Background: an optimization exercise with open tools, aiming at small area, a short achievable clock period and few clock cycles per item. Do not read the settings as production practice. The RTL was checked by simulation tests, not by an equivalence proof against the original design.

==> flow/design.v, too long to show whole: its modules and the start of the top module <==
// module add_sk: 31 lines
// module div_iter: 19 lines
// module mul_tree: 1608 lines
// module mult_div_unit: 197 lines
module mult_div_unit #(
  parameter int MUL_LAT = md_pkg::MUL_LAT_DEF
) (
  input  logic        clk,
  input  logic        rst_n,
  input  logic        start,
  input  logic        hilo,
  input  logic        we,
  input  logic [1:0]  op,
  input  logic        madd,
  input  logic [31:0] src_a,
  input  logic [31:0] src_b,
  output logic        busy,
  output logic [31:0] hi,
  output logic [31:0] lo,
  output logic [31:0] rd_data
);
  // ...
==> flow/flow/run.sh <==
#!/bin/bash
# The standard layout with two changes that leave the design and its registers alone:
# - the ports are buffered by buf_2 cells instead of the delay buffers buffer_ports
#   picks by default;
# - Yosys's synth skips its quick abc pass (-noabc), so that extract_fa sees the adder
#   trees as written instead of re-mapped with arbitrary polarities (fewer inverters
#   between the full adders).  The final ABC mapping is the standard one.
set -e
export BUFFER_PORTS_ARGS="-buffer_cell sky130_fd_sc_hd__buf_2"
export SYNTH_ARGS="-noabc"
bash standard.sh > standard.log 2>&1
==> flow/standard.sh <==
#!/bin/bash
# synth_recipe.tcl (not shown) runs the flow's synth.tcl, then flattens the netlist and writes it again
# the make line also repeats each setting of config.mk as NAME=value (left out here)
make -C /OpenROAD-flow-scripts/flow DESIGN_CONFIG=/design/flow/config.mk WORK_HOME=/design/flow/orfs CLKGATE_MAP_FILE= SYNTH_SCRIPT=/design/flow/synth_recipe.tcl "${@:-finish}"
==> flow/config.mk <==
export PLATFORM = sky130hd
export DESIGN_NAME = mult_div_unit
export DESIGN_NICKNAME = mult_div_unit
export VERILOG_FILES = /design/flow/design.v
export SDC_FILE = /design/flow/constraint.sdc
export NUM_CORES = 4
export LEC_CHECK = 0
export ABC_AREA = 1
export CAP_MARGIN = 20
export CORE_MARGIN = 2
export CORE_UTILIZATION = 40
export SETUP_SLACK_MARGIN = 4.0
export SLEW_MARGIN = 20
==> flow/constraint.sdc <==
create_clock -name core_clock -period 13.0 [get_ports {clk}]
set_input_delay 2.6000 -clock core_clock [delete_from_list [all_inputs] [get_ports {clk}]]
set_output_delay 2.6000 -clock core_clock [all_outputs]
set_load 0.01 [all_outputs]
==> run_results.csv, run 1 <==
group,metric,value,unit
timing,timing.hold.ws,536,ps
cells_and_area,regMostFlops,"u_q",
detailed_routing,top_layer_used,"met5",
cells_and_area,final_cell_mix,"nand2_1, inv_1, xor2_1",
die,design.core.area,80700,sq um
timing,drv_slew,0,
cells_and_area,final-clk-cell-share,1.69,%
worst_setup_path,critical_path.max_fanout,32,
worst_setup_path,cpPeakStageDelay,580,ps
worst_setup_path,reg2reg_to,"hi_q[30]",
worst_setup_path,cp_top_family,"adder cells",
clocking,clkSlewWorstSetupHoldPaths,70,ps
detailed_routing,vias,37700,
global_route,grtUsageMet2,60.2,%
cells_and_area,nClkBuffers,18,
cells_and_area,final-nonclk-buf-share,6.09,%
synthesis,ys_ff_latch,145,
cells_and_area,seq_cells,145,
global_route,grt_pass1_vias,35100,
worst_setup_path,path_buf_inv,6,
synthesis,syn_area_per_cell,6.78,sq um
worst_setup_path,start_kind,"input port",
clocking,htree_levels,4,
detailed_routing,via_per_inst,6.34,
run,maxCapViolations,0,
detailed_routing,wl_met3,23800,microns
outcome,outcome,"no timing/DRC/antenna violations",
timing,relSlewSlack,10.7,%
worst_setup_path,rr_startpoint,"state_q[0]",
detailed_routing,final_antenna_net_count,0,
worst_setup_path,worstSetupPathType,"in -> reg",
worst_setup_path,end_kind,"flop",
die,core.rowCount,104,
detailed_routing,drt-pass1-iter-count,9,
global_route,antenna_found_initial,12,
timing,timing.final.ws_setup,4120,ps
synthesis,ys_warn_count,4,
cells_and_area,drive_above_1_share,12.4,%
synthesis,synth_top_area_share,15.4,%
worst_hold_path,hp-start,"hi_q[19]",
Testbench counts, summed over its fixed seeds: cycles 4,322, ops 1,920.
==> module div_iter, before the edit <==
module div_iter (
  input  logic [31:0] rem_in,
  input  logic [31:0] quo_in,
  input  logic [31:0] dvx,        
  input  logic        dcin,
  output logic [31:0] rem_out,
  output logic [31:0] quo_out
);
  logic [32:0] p1, d1, p2, d2;
  logic [31:0] r1;
  logic        q1, q2;
  assign p1 = {rem_in, quo_in[31]};
  add_sk #(.N(33)) u_s1 (.a(p1), .b({1'b1, dvx}), .cin(dcin), .s(d1), .cout(q1));
  assign r1 = q1 ? d1[31:0] : p1[31:0];
  assign p2 = {r1, quo_in[30]};
  add_sk #(.N(33)) u_s2 (.a(p2), .b({1'b1, dvx}), .cin(dcin), .s(d2), .cout(q2));
  assign rem_out = q2 ? d2[31:0] : p2[31:0];
  assign quo_out = {quo_in[29:0], q1, q2};
endmodule
==> module mult_div_unit, before the edit <==
module mult_div_unit #(
  parameter int MUL_LAT = md_pkg::MUL_LAT_DEF
) (
  input  logic        clk,
  input  logic        rst_n,
  input  logic        start,
  input  logic        hilo,
  input  logic        we,
  input  logic [1:0]  op,
  input  logic        madd,
  input  logic [31:0] src_a,
  input  logic [31:0] src_b,
  output logic        busy,
  output logic [31:0] hi,
  output logic [31:0] lo,
  output logic [31:0] rd_data
);
  localparam int W = 52;    
  md_pkg::md_state_e state_q, state_d;
  logic [31:0] hi_q, hi_d, lo_q, lo_d;
  logic [31:0] a_q, a_d;         
  logic [35:0] u_q, u_d;         
  logic [3:0]  cnt_q, cnt_d;
  logic        sgn_q, sgn_d;
  logic        madd_q, madd_d;
  logic        corr_q, corr_d;
  logic        pb_q, pb_d;
  logic        qneg_q, qneg_d;
  logic        rneg_q, rneg_d;
  logic        dcin_q, dcin_d;
  function automatic logic [5:0] clz32(input logic [31:0] x);
    logic [15:0] z1;  logic [15:0] c1;         
    logic [7:0]  z2;  logic [15:0] c2;         
    logic [3:0]  z3;  logic [11:0] c3;         
    logic [1:0]  z4;  logic [7:0]  c4;         
    for (int g = 0; g < 16; g++) begin
      z1[g] = ~(x[2*g+1] | x[2*g]);
      c1[g] = ~x[2*g+1];
    end
    for (int g = 0; g < 8; g++) begin
      z2[g] = z1[2*g+1] & z1[2*g];
      c2[2*g +: 2] = z1[2*g+1] ? {1'b1, c1[2*g]} : {1'b0, c1[2*g+1]};
    end
    for (int g = 0; g < 4; g++) begin
      z3[g] = z2[2*g+1] & z2[2*g];
      c3[3*g +: 3] = z2[2*g+1] ? {1'b1, c2[4*g +: 2]} : {1'b0, c2[4*g+2 +: 2]};
    end
    for (int g = 0; g < 2; g++) begin
      z4[g] = z3[2*g+1] & z3[2*g];
      c4[4*g +: 4] = z3[2*g+1] ? {1'b1, c3[6*g +: 3]} : {1'b0, c3[6*g+3 +: 3]};
    end
    clz32 = (z4[1] & z4[0]) ? 6'd32 :
            z4[1] ? {2'b01, c4[3:0]} : {2'b00, c4[7:4]};
  endfunction
  logic [32:0]  a_ext;
  logic [16:0]  bx;
  logic [15:0]  chh, corrh;
  logic [19:0]  cadd;
  logic [35:0]  opu;
  logic [W-1:0] vs, vc, vsum;
  logic idle;
  assign idle  = (state_q == md_pkg::ST_IDLE);
  assign a_ext = idle ? {op[0] & src_a[31], src_a} : {sgn_q & a_q[31], a_q};
  assign bx    = idle ? {src_b[15:0], 1'b0} : {lo_q[15:0], pb_q};
  assign chh   = idle ? (madd ? hi_q[15:0] : 16'd0) : (madd_q ? hi_q[31:16] : 16'd0);
  assign corrh = idle ? ((!op[0] && src_b[31]) ? src_a[15:0] : 16'd0)
                      : (corr_q ? a_q[31:16] : 16'd0);
  localparam logic [51:0] MK = 52'(-(64'd1 << 35) - (64'd1 << 33) - (64'd1 << 35) - (64'd1 << 37)
                                    - (64'd1 << 39) - (64'd1 << 41) - (64'd1 << 43) - (64'd1 << 45)
                                    - (64'd1 << 47));
  assign cadd  = {4'd0, chh} + {4'd0, corrh} + MK[51:32];
  assign opu = idle ? {1'b1, 3'd0, madd ? lo_q : 32'd0} : {~u_q[35], u_q[34:0]};
  mul_tree u_mul_tree (
    .a_ext (a_ext),
    .bx    (bx),
    .opu   (opu),
    .inj   (cadd),
    .vs    (vs),
    .vc    (vc)
  );
  assign vsum = vs + vc;
  logic [31:0] ma;
  logic [5:0]  za, zb;
  logic [6:0]  nq, nq2;
  logic [4:0]  ksh;
  logic [63:0] nsh;
  logic [31:0] dv_rem, dv_quo;
  logic        nega, negb;
  assign nega = op[0] && src_a[31];
  assign negb = op[0] && src_b[31];
  assign ma  = nega ? -src_a : src_a;
  assign za  = clz32(src_a ^ {32{nega}});
  assign zb  = clz32(src_b ^ {32{negb}});
  assign nq  = 7'(zb) - 7'(za) + 7'd1 + 7'(nega);    
  assign nq2 = (!nq[6] && nq > 7'd32) ? 7'd32 : nq + 7'(nq[0]);
  assign ksh = 5'(7'd32 - nq2);
  assign nsh = {32'd0, ma} << ksh;
  div_iter u_div_iter (
    .rem_in  (u_q[31:0]),
    .quo_in  (lo_q),
    .dvx     (a_q),
    .dcin    (dcin_q),
    .rem_out (dv_rem),
    .quo_out (dv_quo)
  );
  always_comb begin
    state_d = state_q;
    hi_d    = hi_q;
    lo_d    = lo_q;
    a_d     = a_q;
    u_d     = op[1] ? {4'd0, nsh[63:32]} : vsum[W-1:16];    
    cnt_d   = cnt_q;
    sgn_d   = sgn_q;
    madd_d  = madd_q;
    corr_d  = corr_q;
    pb_d    = pb_q;
    qneg_d  = qneg_q;
    rneg_d  = rneg_q;
    dcin_d  = dcin_q;
    case (state_q)
      md_pkg::ST_IDLE: begin
        if (start) begin
          sgn_d = op[0];
          if (!op[1]) begin
            state_d = md_pkg::ST_MUL;
            a_d     = src_a;
            u_d     = vsum[W-1:16];
            lo_d    = {vsum[15:0], src_b[31:16]};
            madd_d  = madd;
            corr_d  = !op[0] && src_b[31];
            pb_d    = src_b[15];
          end else if (src_b != 32'd0) begin
            if (nq[6] || nq == 7'd0) begin
              hi_d    = src_a;
              lo_d    = 32'd0;
            end else begin
              state_d = md_pkg::ST_DIV;
              a_d     = src_b ^ {32{!negb}};
              dcin_d  = !negb;
              u_d     = {4'd0, nsh[63:32]};
              lo_d    = nsh[31:0];
              cnt_d   = 4'(nq2[5:1] - 5'd1);
              qneg_d  = op[0] && (src_a[31] ^ src_b[31]);
              rneg_d  = op[0] && src_a[31];
            end
          end
        end else if (we) begin
          if (hilo) lo_d = src_a;
          else      hi_d = src_a;
        end
      end
      md_pkg::ST_MUL: begin
        hi_d    = vsum[47:16];
        lo_d    = {vsum[15:0], lo_q[31:16]};
        state_d = md_pkg::ST_IDLE;
      end
      md_pkg::ST_DIV: begin
        u_d   = {4'd0, dv_rem};
        lo_d  = dv_quo;
        cnt_d = cnt_q - 4'd1;
        if (cnt_q == 4'd0) begin
          hi_d    = rneg_q ? -dv_rem : dv_rem;
          lo_d    = qneg_q ? -dv_quo : dv_quo;
          state_d = md_pkg::ST_IDLE;
        end
      end
      default: state_d = md_pkg::ST_IDLE;
    endcase
  end
  always_ff @(posedge clk or negedge rst_n) begin
    if (!rst_n) begin
      state_q <= md_pkg::ST_IDLE;
      hi_q    <= 32'd0;
      lo_q    <= 32'd0;
    end else begin
      state_q <= state_d;
      hi_q    <= hi_d;
      lo_q    <= lo_d;
    end
  end
  always_ff @(posedge clk) begin
    a_q    <= a_d;
    u_q    <= u_d;
    cnt_q  <= cnt_d;
    sgn_q  <= sgn_d;
    madd_q <= madd_d;
    corr_q <= corr_d;
    pb_q   <= pb_d;
    qneg_q <= qneg_d;
    rneg_q <= rneg_d;
    dcin_q <= dcin_d;
  end
  assign busy    = (state_q != md_pkg::ST_IDLE);
  assign hi      = hi_q;
  assign lo      = lo_q;
  assign rd_data = hilo ? lo_q : hi_q;
endmodule
==> run 2: changes to the inputs <==
--- a/flow/design.v
+++ b/flow/design.v
@@ -45,3 +45,3 @@
   input  logic [31:0] rem_in,
-  input  logic [31:0] quo_in,
+  input  logic [32:0] quo_in,     
   input  logic [31:0] dvx,        
@@ -49,14 +49,17 @@
   output logic [31:0] rem_out,
-  output logic [31:0] quo_out
+  output logic [32:0] quo_out
 );
-  logic [32:0] p1, d1, p2, d2;
-  logic [31:0] r1;
-  logic        q1, q2;
-  assign p1 = {rem_in, quo_in[31]};
+  logic [32:0] p1, d1, p2, d2, p3, d3;
+  logic [31:0] r1, r2;
+  logic        q1, q2, q3;
+  assign p1 = {rem_in, quo_in[32]};
   add_sk #(.N(33)) u_s1 (.a(p1), .b({1'b1, dvx}), .cin(dcin), .s(d1), .cout(q1));
   assign r1 = q1 ? d1[31:0] : p1[31:0];
-  assign p2 = {r1, quo_in[30]};
+  assign p2 = {r1, quo_in[31]};
   add_sk #(.N(33)) u_s2 (.a(p2), .b({1'b1, dvx}), .cin(dcin), .s(d2), .cout(q2));
-  assign rem_out = q2 ? d2[31:0] : p2[31:0];
-  assign quo_out = {quo_in[29:0], q1, q2};
+  assign r2 = q2 ? d2[31:0] : p2[31:0];
+  assign p3 = {r2, quo_in[30]};
+  add_sk #(.N(33)) u_s3 (.a(p3), .b({1'b1, dvx}), .cin(dcin), .s(d3), .cout(q3));
+  assign rem_out = q3 ? d3[31:0] : p3[31:0];
+  assign quo_out = {quo_in[29:0], q1, q2, q3};
 endmodule
@@ -1700,2 +1703,3 @@
   logic        dcin_q, dcin_d;
+  logic        qx_q, qx_d;
   function automatic logic [5:0] clz32(input logic [31:0] x);
@@ -1753,6 +1757,8 @@
   logic [5:0]  za, zb;
-  logic [6:0]  nq, nq2;
+  logic [6:0]  nq;
+  logic [3:0]  nst;                              
   logic [4:0]  ksh;
-  logic [63:0] nsh;
-  logic [31:0] dv_rem, dv_quo;
+  logic [64:0] nsh;
+  logic [31:0] dv_rem;
+  logic [32:0] dv_quo;
   logic        nega, negb;
@@ -1764,8 +1770,22 @@
   assign nq  = 7'(zb) - 7'(za) + 7'd1 + 7'(nega);    
-  assign nq2 = (!nq[6] && nq > 7'd32) ? 7'd32 : nq + 7'(nq[0]);
-  assign ksh = 5'(7'd32 - nq2);
-  assign nsh = {32'd0, ma} << ksh;
+  always_comb begin
+    case (nq[5:0])
+      6'd1, 6'd2, 6'd3:    nst = 4'd1;
+      6'd4, 6'd5, 6'd6:    nst = 4'd2;
+      6'd7, 6'd8, 6'd9:    nst = 4'd3;
+      6'd10, 6'd11, 6'd12: nst = 4'd4;
+      6'd13, 6'd14, 6'd15: nst = 4'd5;
+      6'd16, 6'd17, 6'd18: nst = 4'd6;
+      6'd19, 6'd20, 6'd21: nst = 4'd7;
+      6'd22, 6'd23, 6'd24: nst = 4'd8;
+      6'd25, 6'd26, 6'd27: nst = 4'd9;
+      6'd28, 6'd29, 6'd30: nst = 4'd10;
+      default:             nst = 4'd11;      
+    endcase
+  end
+  assign ksh = 5'(6'd33 - 6'(nst) * 6'd3);
+  assign nsh = {33'd0, ma} << ksh;
   div_iter u_div_iter (
     .rem_in  (u_q[31:0]),
-    .quo_in  (lo_q),
+    .quo_in  ({qx_q, lo_q}),
     .dvx     (a_q),
@@ -1780,3 +1800,3 @@
     a_d     = a_q;
-    u_d     = op[1] ? {4'd0, nsh[63:32]} : vsum[W-1:16];    
+    u_d     = op[1] ? {4'd0, nsh[64:33]} : vsum[W-1:16];    
     cnt_d   = cnt_q;
@@ -1789,2 +1809,3 @@
     dcin_d  = dcin_q;
+    qx_d    = qx_q;
     case (state_q)
@@ -1809,5 +1830,6 @@
               dcin_d  = !negb;
-              u_d     = {4'd0, nsh[63:32]};
+              u_d     = {4'd0, nsh[64:33]};
+              qx_d    = nsh[32];
               lo_d    = nsh[31:0];
-              cnt_d   = 4'(nq2[5:1] - 5'd1);
+              cnt_d   = nst - 4'd1;
               qneg_d  = op[0] && (src_a[31] ^ src_b[31]);
@@ -1828,3 +1850,4 @@
         u_d   = {4'd0, dv_rem};
-        lo_d  = dv_quo;
+        qx_d  = dv_quo[32];
+        lo_d  = dv_quo[31:0];
         cnt_d = cnt_q - 4'd1;
@@ -1832,3 +1855,3 @@
           hi_d    = rneg_q ? -dv_rem : dv_rem;
-          lo_d    = qneg_q ? -dv_quo : dv_quo;
+          lo_d    = qneg_q ? -dv_quo[31:0] : dv_quo[31:0];
           state_d = md_pkg::ST_IDLE;
@@ -1861,2 +1884,3 @@
     dcin_q <= dcin_d;
+    qx_q   <= qx_d;
   end
--- a/flow/config.mk
+++ b/flow/config.mk
@@ -11,3 +11,3 @@
 export CORE_UTILIZATION = 40
-export SETUP_SLACK_MARGIN = 4.0
+export SETUP_SLACK_MARGIN = 4.5
 export SLEW_MARGIN = 20
==> run_results.csv, run 2 <==
group,metric,value,unit
outcome,outcome,"no timing/DRC/antenna violations",
clocking,cts_tree,"yes",
worst_setup_path,cp.arrival,9080,ps
worst_setup_path,end_kind,"flop",
cells_and_area,area_growth_syn_to_layout,24.3,%
timing,timing.final.ws_setup,4310,ps
synthesis,ys_types,73,
worst_setup_path,worstPathRequired,13390,ps
timing,finalSetupViolCount,0,
die,core.rowCount,108,
detailed_routing,vias,41800,
synthesis,synth-simple-area-share,24.4,%
synthesis,synth_top_family_by_area,"simple AND/OR/NAND/NOR gates",
place,place.gp.congestion,1.17,
worst_hold_path,hp-class,"reg -> reg",
detailed_routing,drt-pass1-iter-count,8,
place,dp_hpwl,146000,microns
synthesis,yosysMostFrequentCell,"nand2_1",
global_route,grt_pass1_vias,38000,
synthesis,ys_seq_area_share,10.6,%
synthesis,synthTopCellsByCount,"nand2_1, inv_1, o21ai_0, xor2_1, nor2_1",
clocking,clock-sinks,146,
global_route,grt-ovfl-total,0,
synthesis,synth-xor-area-share,11.5,%
clocking,cts-root-buf,"clkbuf_16",
place,post-place-ws,1590,ps
global_route,busiest_layer,"met2",
place,port_buffers,168,
synthesis,netlist.top_cell.by_area,"fa_1",
global_route,track_usage,42.2,%
worst_setup_path,cpPeakStageDelay,800,ps
synthesis,synth_area_leaders,"fa_1, nand2_1, xor2_1",
global_route,grtUsageMet3,14.0,%
worst_setup_path,worstSetupPathType,"in -> reg",
detailed_routing,via_per_inst,6.32,
detailed_routing,drtIter0Drc,6620,
clocking,clkLatencyLatePin,510,ps
synthesis,syn_nets,5756,
detailed_routing,drcViolationCount,0,
timing,rsz0062_at_grt,"yes",
timing,layout_min_cycle_time,8690,ps
die,dieArea,89800,sq um
clocking,hold_buffers,0,
timing,relSlewSlack,26.5,%
synthesis,synthMuxAreaShare,0.172,%
global_route,grt_start_max_net_pins,67,
timing,finalSetupTns,0,ps
timing,fmax,0.115,GHz
timing,drv_slew,0,
global_route,met1_usage,54.9,%
global_route,grt_pass1_wl,274000,microns
synthesis,async_flop_share,45.2,%
synthesis,synth_compound_area_share,21.3,%
synthesis,syn_area,35000,sq um
cells_and_area,final_cell_mix,"nand2_1, inv_1, xor2_1",
worst_setup_path,cp_top_family,"adder cells",
die,die_height,300,microns
worst_setup_path,critical_path.max_fanout,5,
die,start_util,40.3,%
cells_and_area,finalNetCount,5990,
cells_and_area,largest_reg_flops,36,
detailed_routing,wl_per_cell,30.0,microns
timing,post-route-period-util,66.9,%
clocking,htree_levels,4,
synthesis,ys_ff_latch,146,
cells_and_area,nFillCells,8679,
synthesis,synthAdderAreaFrac,23.1,%
timing,fin_skew,18.0,ps
die,design.core.area,86800,sq um
clocking,clkSlewWorstSetupHoldPaths,60,ps
worst_setup_path,cpMostUsedCell,"fa_1",
synthesis,ys_warn_count,4,
clocking,cts_made_buffers,17,
die,die_width,300,microns
worst_setup_path,start_kind,"input port",
cells_and_area,drive_above_1_share,21.3,%
worst_setup_path,cpMaxStageDelayCell,"o21ai_0",
cells_and_area,final_util,50.1,%
worst_setup_path,path_buf_inv,3,
place,placed_area,36900,sq um
global_route,grtUsageMet2,60.1,%
cells_and_area,final_area,43500,sq um
timing,max_slew.worst_pin.slew,1100,ps
synthesis,synth_top_area_share,14.8,%
synthesis,syn_inst,5192,
cells_and_area,final_common_cell,"nand2_1",
synthesis,synth_flop_cell,"dfrtp_1",
timing,hold_viol,0,
synthesis,synth_edf_count,44,
detailed_routing,drt-total-wl,198000,microns
detailed_routing,final_antenna_net_count,0,
cells_and_area,regMostFlops,"u_q",
die,ioPinCount,169,
synthesis,syn_area_per_cell,6.73,sq um
run,maxCapViolations,0,
global_route,antenna_found_initial,16,
clocking,clockBufferDepth,2,
==> run 2: changes by cell type after synthesis, moves of 12 or more <==
cell	previous run	this run
nand3_1	335	301
a31oi_1	25	56
ha_1	202	234
o21ai_0	334	414
o21ai_2	9	22
xor2_1	348	378
nand2_2	25	13
clkbuf_1	203	221
nand2_1	1126	1195
nor2_1	284	322
inv_1	445	503
==> run 2: final timing paths <==
| check | start | end | cells past startpoint | slack (ps) |
|---|---|---|---|---|
| hold / removal | hi_q[23] | hi_q[23] | 2 | 510 |
| min in group asynchronous | rst_n | hi_q[6] | 2 | 2330 |
| max in group asynchronous | rst_n | lo_q[31] | 2 | 9980 |
| setup reg to reg | qx_q | hi_q[27] | 47 | 4700 |
| setup / recovery | src_b[1] | hi_q[23] | 25 | 4310 |
| hold reg to reg | hi_q[23] | hi_q[23] | 2 | 510 |
==> run 2: final cells by class <==
class / instances / area (sq um) / share of cell area, %
multi-input cells: 4249 / 31400 / 72.3
repair buffers: 486 / 4190 / 9.65
flip-flops and latches: 146 / 3690 / 8.50
inverters: 522 / 2050 / 4.72
well taps: 1155 / 1450 / 3.32
clock buffers: 19 / 443 / 1.02
clock inverters: 13 / 146 / 0.337
repair inverters: 4 / 35.0 / 0.0806
diodes: 12 / 30.0 / 0.0691
==> run 2: per-stage QoR <==
step                      cells  hold slack (ps)
after floorplan            5192              516
after global placement     6320              499
after detailed placement   6320              494
after CTS                  6476              513
after global routing       6597              542
final                      6606              510
==> run 2: metal layers <==
layer	vias to the layer above	share of wire, %
met5	-	0.094
met4	10	8.1
met3	709	14
met2	3086	40
met1	20000	38
li1	18000	-
==> run 2: kinds of logic after synthesis <==
logic type,Yosys count
XOR/XNOR,458
buffers and inverters,809
flip-flops,146
multiplexers,6
AND/OR/NAND/NOR,2014
adder cells (fa/ha/maj),492
AO/OA/AOI/OAI,1267
==> run 2: what timing repair did <==
item | CTS | global route
resized for setup | 449 | 426
setup buffers | 98 | 107
gates cloned | 26 | 10
endpoints found under the setup margin | 101 | 100
pin swaps | 78 | 206
==> run 2: worst register-to-register path, delay by kind of cell, from the launching register on <==
family	cells	cell delay (ps)
AO/OA/AOI/OAI	8	1770
adder cells (fa/ha/maj)	4	1410
buffers and inverters	6	980
flip-flops	1	510
AND/OR/NAND/NOR	29	3500
Testbench counts of run 2, summed over its fixed seeds: cycles 3,986, ops 1,920.
==> run 3: changes to the inputs <==
==> flow/flow/run.sh (replaced) <==
#!/bin/bash
# The standard layout, with the ports buffered by buf_2 cells instead of the delay
# buffers buffer_ports picks by default.  Everything else is the standard flow.
set -e
export BUFFER_PORTS_ARGS="-buffer_cell sky130_fd_sc_hd__buf_2"
bash standard.sh > standard.log 2>&1
==> run_results.csv, run 3 <==
group,metric,value,unit
synthesis,yosysMostFrequentCell,"nand2_1",
detailed_routing,drt-total-wl,194000,microns
clocking,cts_tree,"yes",
synthesis,synthTopCellsByCount,"nand2_1, inv_1, o21ai_0, nand3_1, xor2_1",
synthesis,synth_area_leaders,"fa_1, nand2_1, inv_1",
timing,fin_skew,17.7,ps
clocking,cts-root-buf,"clkbuf_16",
worst_setup_path,cpMostUsedCell,"inv_1",
cells_and_area,final_common_cell,"nand2_1",
timing,relSlewSlack,16.9,%
synthesis,async_flop_share,45.2,%
die,die_width,303,microns
global_route,antenna_found_initial,16,
worst_setup_path,worst-r2r-cell-count,35,
worst_setup_path,start_kind,"input port",
die,ioPinCount,169,
detailed_routing,final_antenna_net_count,0,
synthesis,ys_seq_area_share,10.3,%
cells_and_area,drive_above_1_share,17.2,%
timing,layout_min_cycle_time,8660,ps
detailed_routing,drcViolationCount,0,
timing,max_slew.worst_pin.slew,1250,ps
clocking,hold_buffers,0,
global_route,track_usage,40.4,%
synthesis,syn_area,35800,sq um
worst_setup_path,worstPathRequired,13390,ps
worst_setup_path,rr_startpoint,"state_q[1]",
detailed_routing,wl_per_cell,28.2,microns
synthesis,syn_nets,6056,
synthesis,synth_top_area_share,14.2,%
cells_and_area,nFillCells,9097,
detailed_routing,drtIter0Drc,6002,
worst_setup_path,cp_top_family,"simple AND/OR/NAND/NOR gates",
clocking,cts_made_buffers,17,
timing,hold_viol,0,
die,die_height,303,microns
timing,fmax,0.115,GHz
synthesis,syn_area_per_cell,6.50,sq um
die,design.core.area,88500,sq um
run,maxCapViolations,0,
detailed_routing,vias,42000,
clocking,htree_levels,4,
clocking,clkSlewWorstSetupHoldPaths,70,ps
synthesis,ys_ff_latch,146,
worst_setup_path,reg2reg_to,"hi_q[29]",
global_route,grt_pass1_wl,268000,microns
global_route,grt_start_max_net_pins,67,
worst_setup_path,r2r_slack,4530,ps
clocking,clockBufferDepth,2,
outcome,outcome,"no timing/DRC/antenna violations",
synthesis,ys_warn_count,4,
worst_setup_path,path_buf_inv,9,
synthesis,ys_types,64,
die,dieArea,91900,sq um
timing,drv_slew,0,
worst_hold_path,hp-class,"reg -> reg",
detailed_routing,drt-pass1-iter-count,7,
worst_setup_path,cp.arrival,9050,ps
clocking,clock-sinks,146,
place,port_buffers,168,
cells_and_area,largest_reg_flops,36,
cells_and_area,final_cell_mix,"nand2_1, inv_1, nand3_1",
worst_setup_path,critical_path.max_fanout,12,
synthesis,netlist.top_cell.by_area,"fa_1",
die,core.rowCount,109,
worst_hold_path,holdPathStages,2,
worst_setup_path,end_kind,"flop",
timing,finalSetupTns,0,ps
place,place.gp.congestion,1.09,
detailed_routing,via_per_inst,6.12,
clocking,clkLatencyLatePin,500,ps
timing,finalSetupViolCount,0,
worst_setup_path,cpMaxStageDelayCell,"o31ai_1",
place,dp_hpwl,149000,microns
worst_setup_path,cpPeakStageDelay,700,ps
worst_setup_path,worstSetupPathType,"in -> reg",
synthesis,syn_inst,5503,
timing,rsz0062_at_grt,"yes",
synthesis,synth_edf_count,44,
timing,post-route-period-util,66.6,%
worst_hold_path,hp-start,"hi_q[21]",
synthesis,synth_flop_cell,"dfrtp_1",
cells_and_area,regMostFlops,"u_q",
cells_and_area,finalNetCount,6235,
global_route,grt_pass1_vias,38100,
global_route,grt-ovfl-total,0,
worst_hold_path,hold_end,"hi_q[21]",
cells_and_area,area_growth_syn_to_layout,20.1,%
die,start_util,40.4,%
run 3: cell count changes after synthesis, sizes merged, moves of 12 or more:
cell / delta
inv: +312
nor2: -29
o22ai: +21
a31oi: -18
o21ai: -12
xnor2: +28
nand3: +71
nand2: -45
a21oi: +68
xor2: -41
o32ai: -14
run 3: kinds of logic after synthesis:
| family | Yosys count | synth area share (%) |
|---|---|---|
| buf+inv | 1125 | 12.0 |
| simple gates | 2004 | 23.7 |
| fa+ha+maj | 481 | 22.1 |
| flops | 146 | 10.3 |
| mux | 11 | 0.308 |
| xor+xnor | 445 | 10.9 |
| compound gates | 1291 | 20.6 |
run 3: per-stage QoR:
step	util [%]	cell area (sq um)	setup slack, ps	cells	hold WS (ps)
floorplan	-	35800	4510	5503	503
global placement	43.0	38100	2400	6674	504
detailed placement	43.0	38100	2500	6674	495
CTS	45.7	40400	4440	6769	525
global route	48.5	43000	4290	6860	563
finish	48.5	43000	4340	6863	526
run 3: layout make-up:
type / count / area, sq um / area share (%)
Inverter: 837 / 3220 / 7.49
Sequential cell: 146 / 3690 / 8.60
Timing Repair inverter: 3 / 20.0 / 0.0466
Antenna cell: 3 / 7.51 / 0.0175
Clock inverter: 13 / 175 / 0.408
Tap cell: 1165 / 1460 / 3.39
Clock buffer: 19 / 433 / 1.01
Timing Repair Buffer: 441 / 3630 / 8.44
Multi-Input combinational cell: 4236 / 30300 / 70.6
run 3: worst max-delay path by stage:
stage,from,end,slack [ps],depth (start not counted)
6_report,src_b[31],hi_q[29],4340,30
5_1_grt,src_b[31],hi_q[29],4290,30
4_1_cts,src_b[0],hi_q[4],4440,28
3_5_place_dp,src_b[31],hi_q[29],2500,30
3_3_place_gp,src_b[31],hi_q[29],2400,28
2_1_floorplan,op[0],lo_q[27],4510,37
run 3: metal layers:
metal	track usage, %	up-vias	part of all wire (%)
met4	21.4	16	6.6
met1	54.8	20100	39
met3	11.2	562	13
met5	0	-	0.054
li1	-	18500	-
met2	58.1	2895	41
run 3: timing repair:
| item | CTS | global route |
|---|---|---|
| pin swaps | 40 | 94 |
| gates resized for setup | 295 | 368 |
| gates cloned | 7 | 17 |
| buffers inserted | 56 | 74 |
| setup endpoints to repair | 101 | 101 |
run 3: worst reg2reg max path, delay by kind of cell (launching register included):
kind                     cells  cell delay [ps]
adder cells (fa/ha/maj)      6             2550
AND/OR/NAND/NOR             16             2520
buffers and inverters        8             1850
AO/OA/AOI/OAI                3              700
flip-flops                   1              420
XOR/XNOR                     2              350

-- separate check: timing with driven ports --
How much do the figures lean on ideal ports? The routed layouts below were timed once more, with nothing changed but the port constraints. Step 1 sets driving cells, clkbuf_16 on the clock port and buf_2 on the other inputs (assumed; they add their load-dependent delay and slew). Step 2 moves the port delays by t, midway between the first and last clock arrival at a register: inputs arrive t later, outputs are due t later. That takes back most of the time a late clock gives input paths. a / b / c = no drivers / after step 1 / after step 2; a / b = the first two.
run	t (ns)	slack for setup (ns)	cell pins on the clock port's net
run 1	0.536	4.124 / 4.155 / 3.619	1
run 2	0.563	4.308 / 4.346 / 3.783	1
run 3	0.561	4.341 / 4.371 / 3.810	1
After both steps every run listed still meets setup and hold. For run 3, which loses most, drivers alone change the setup slack by +0.030 ns; drivers and shift together by -0.531 ns.
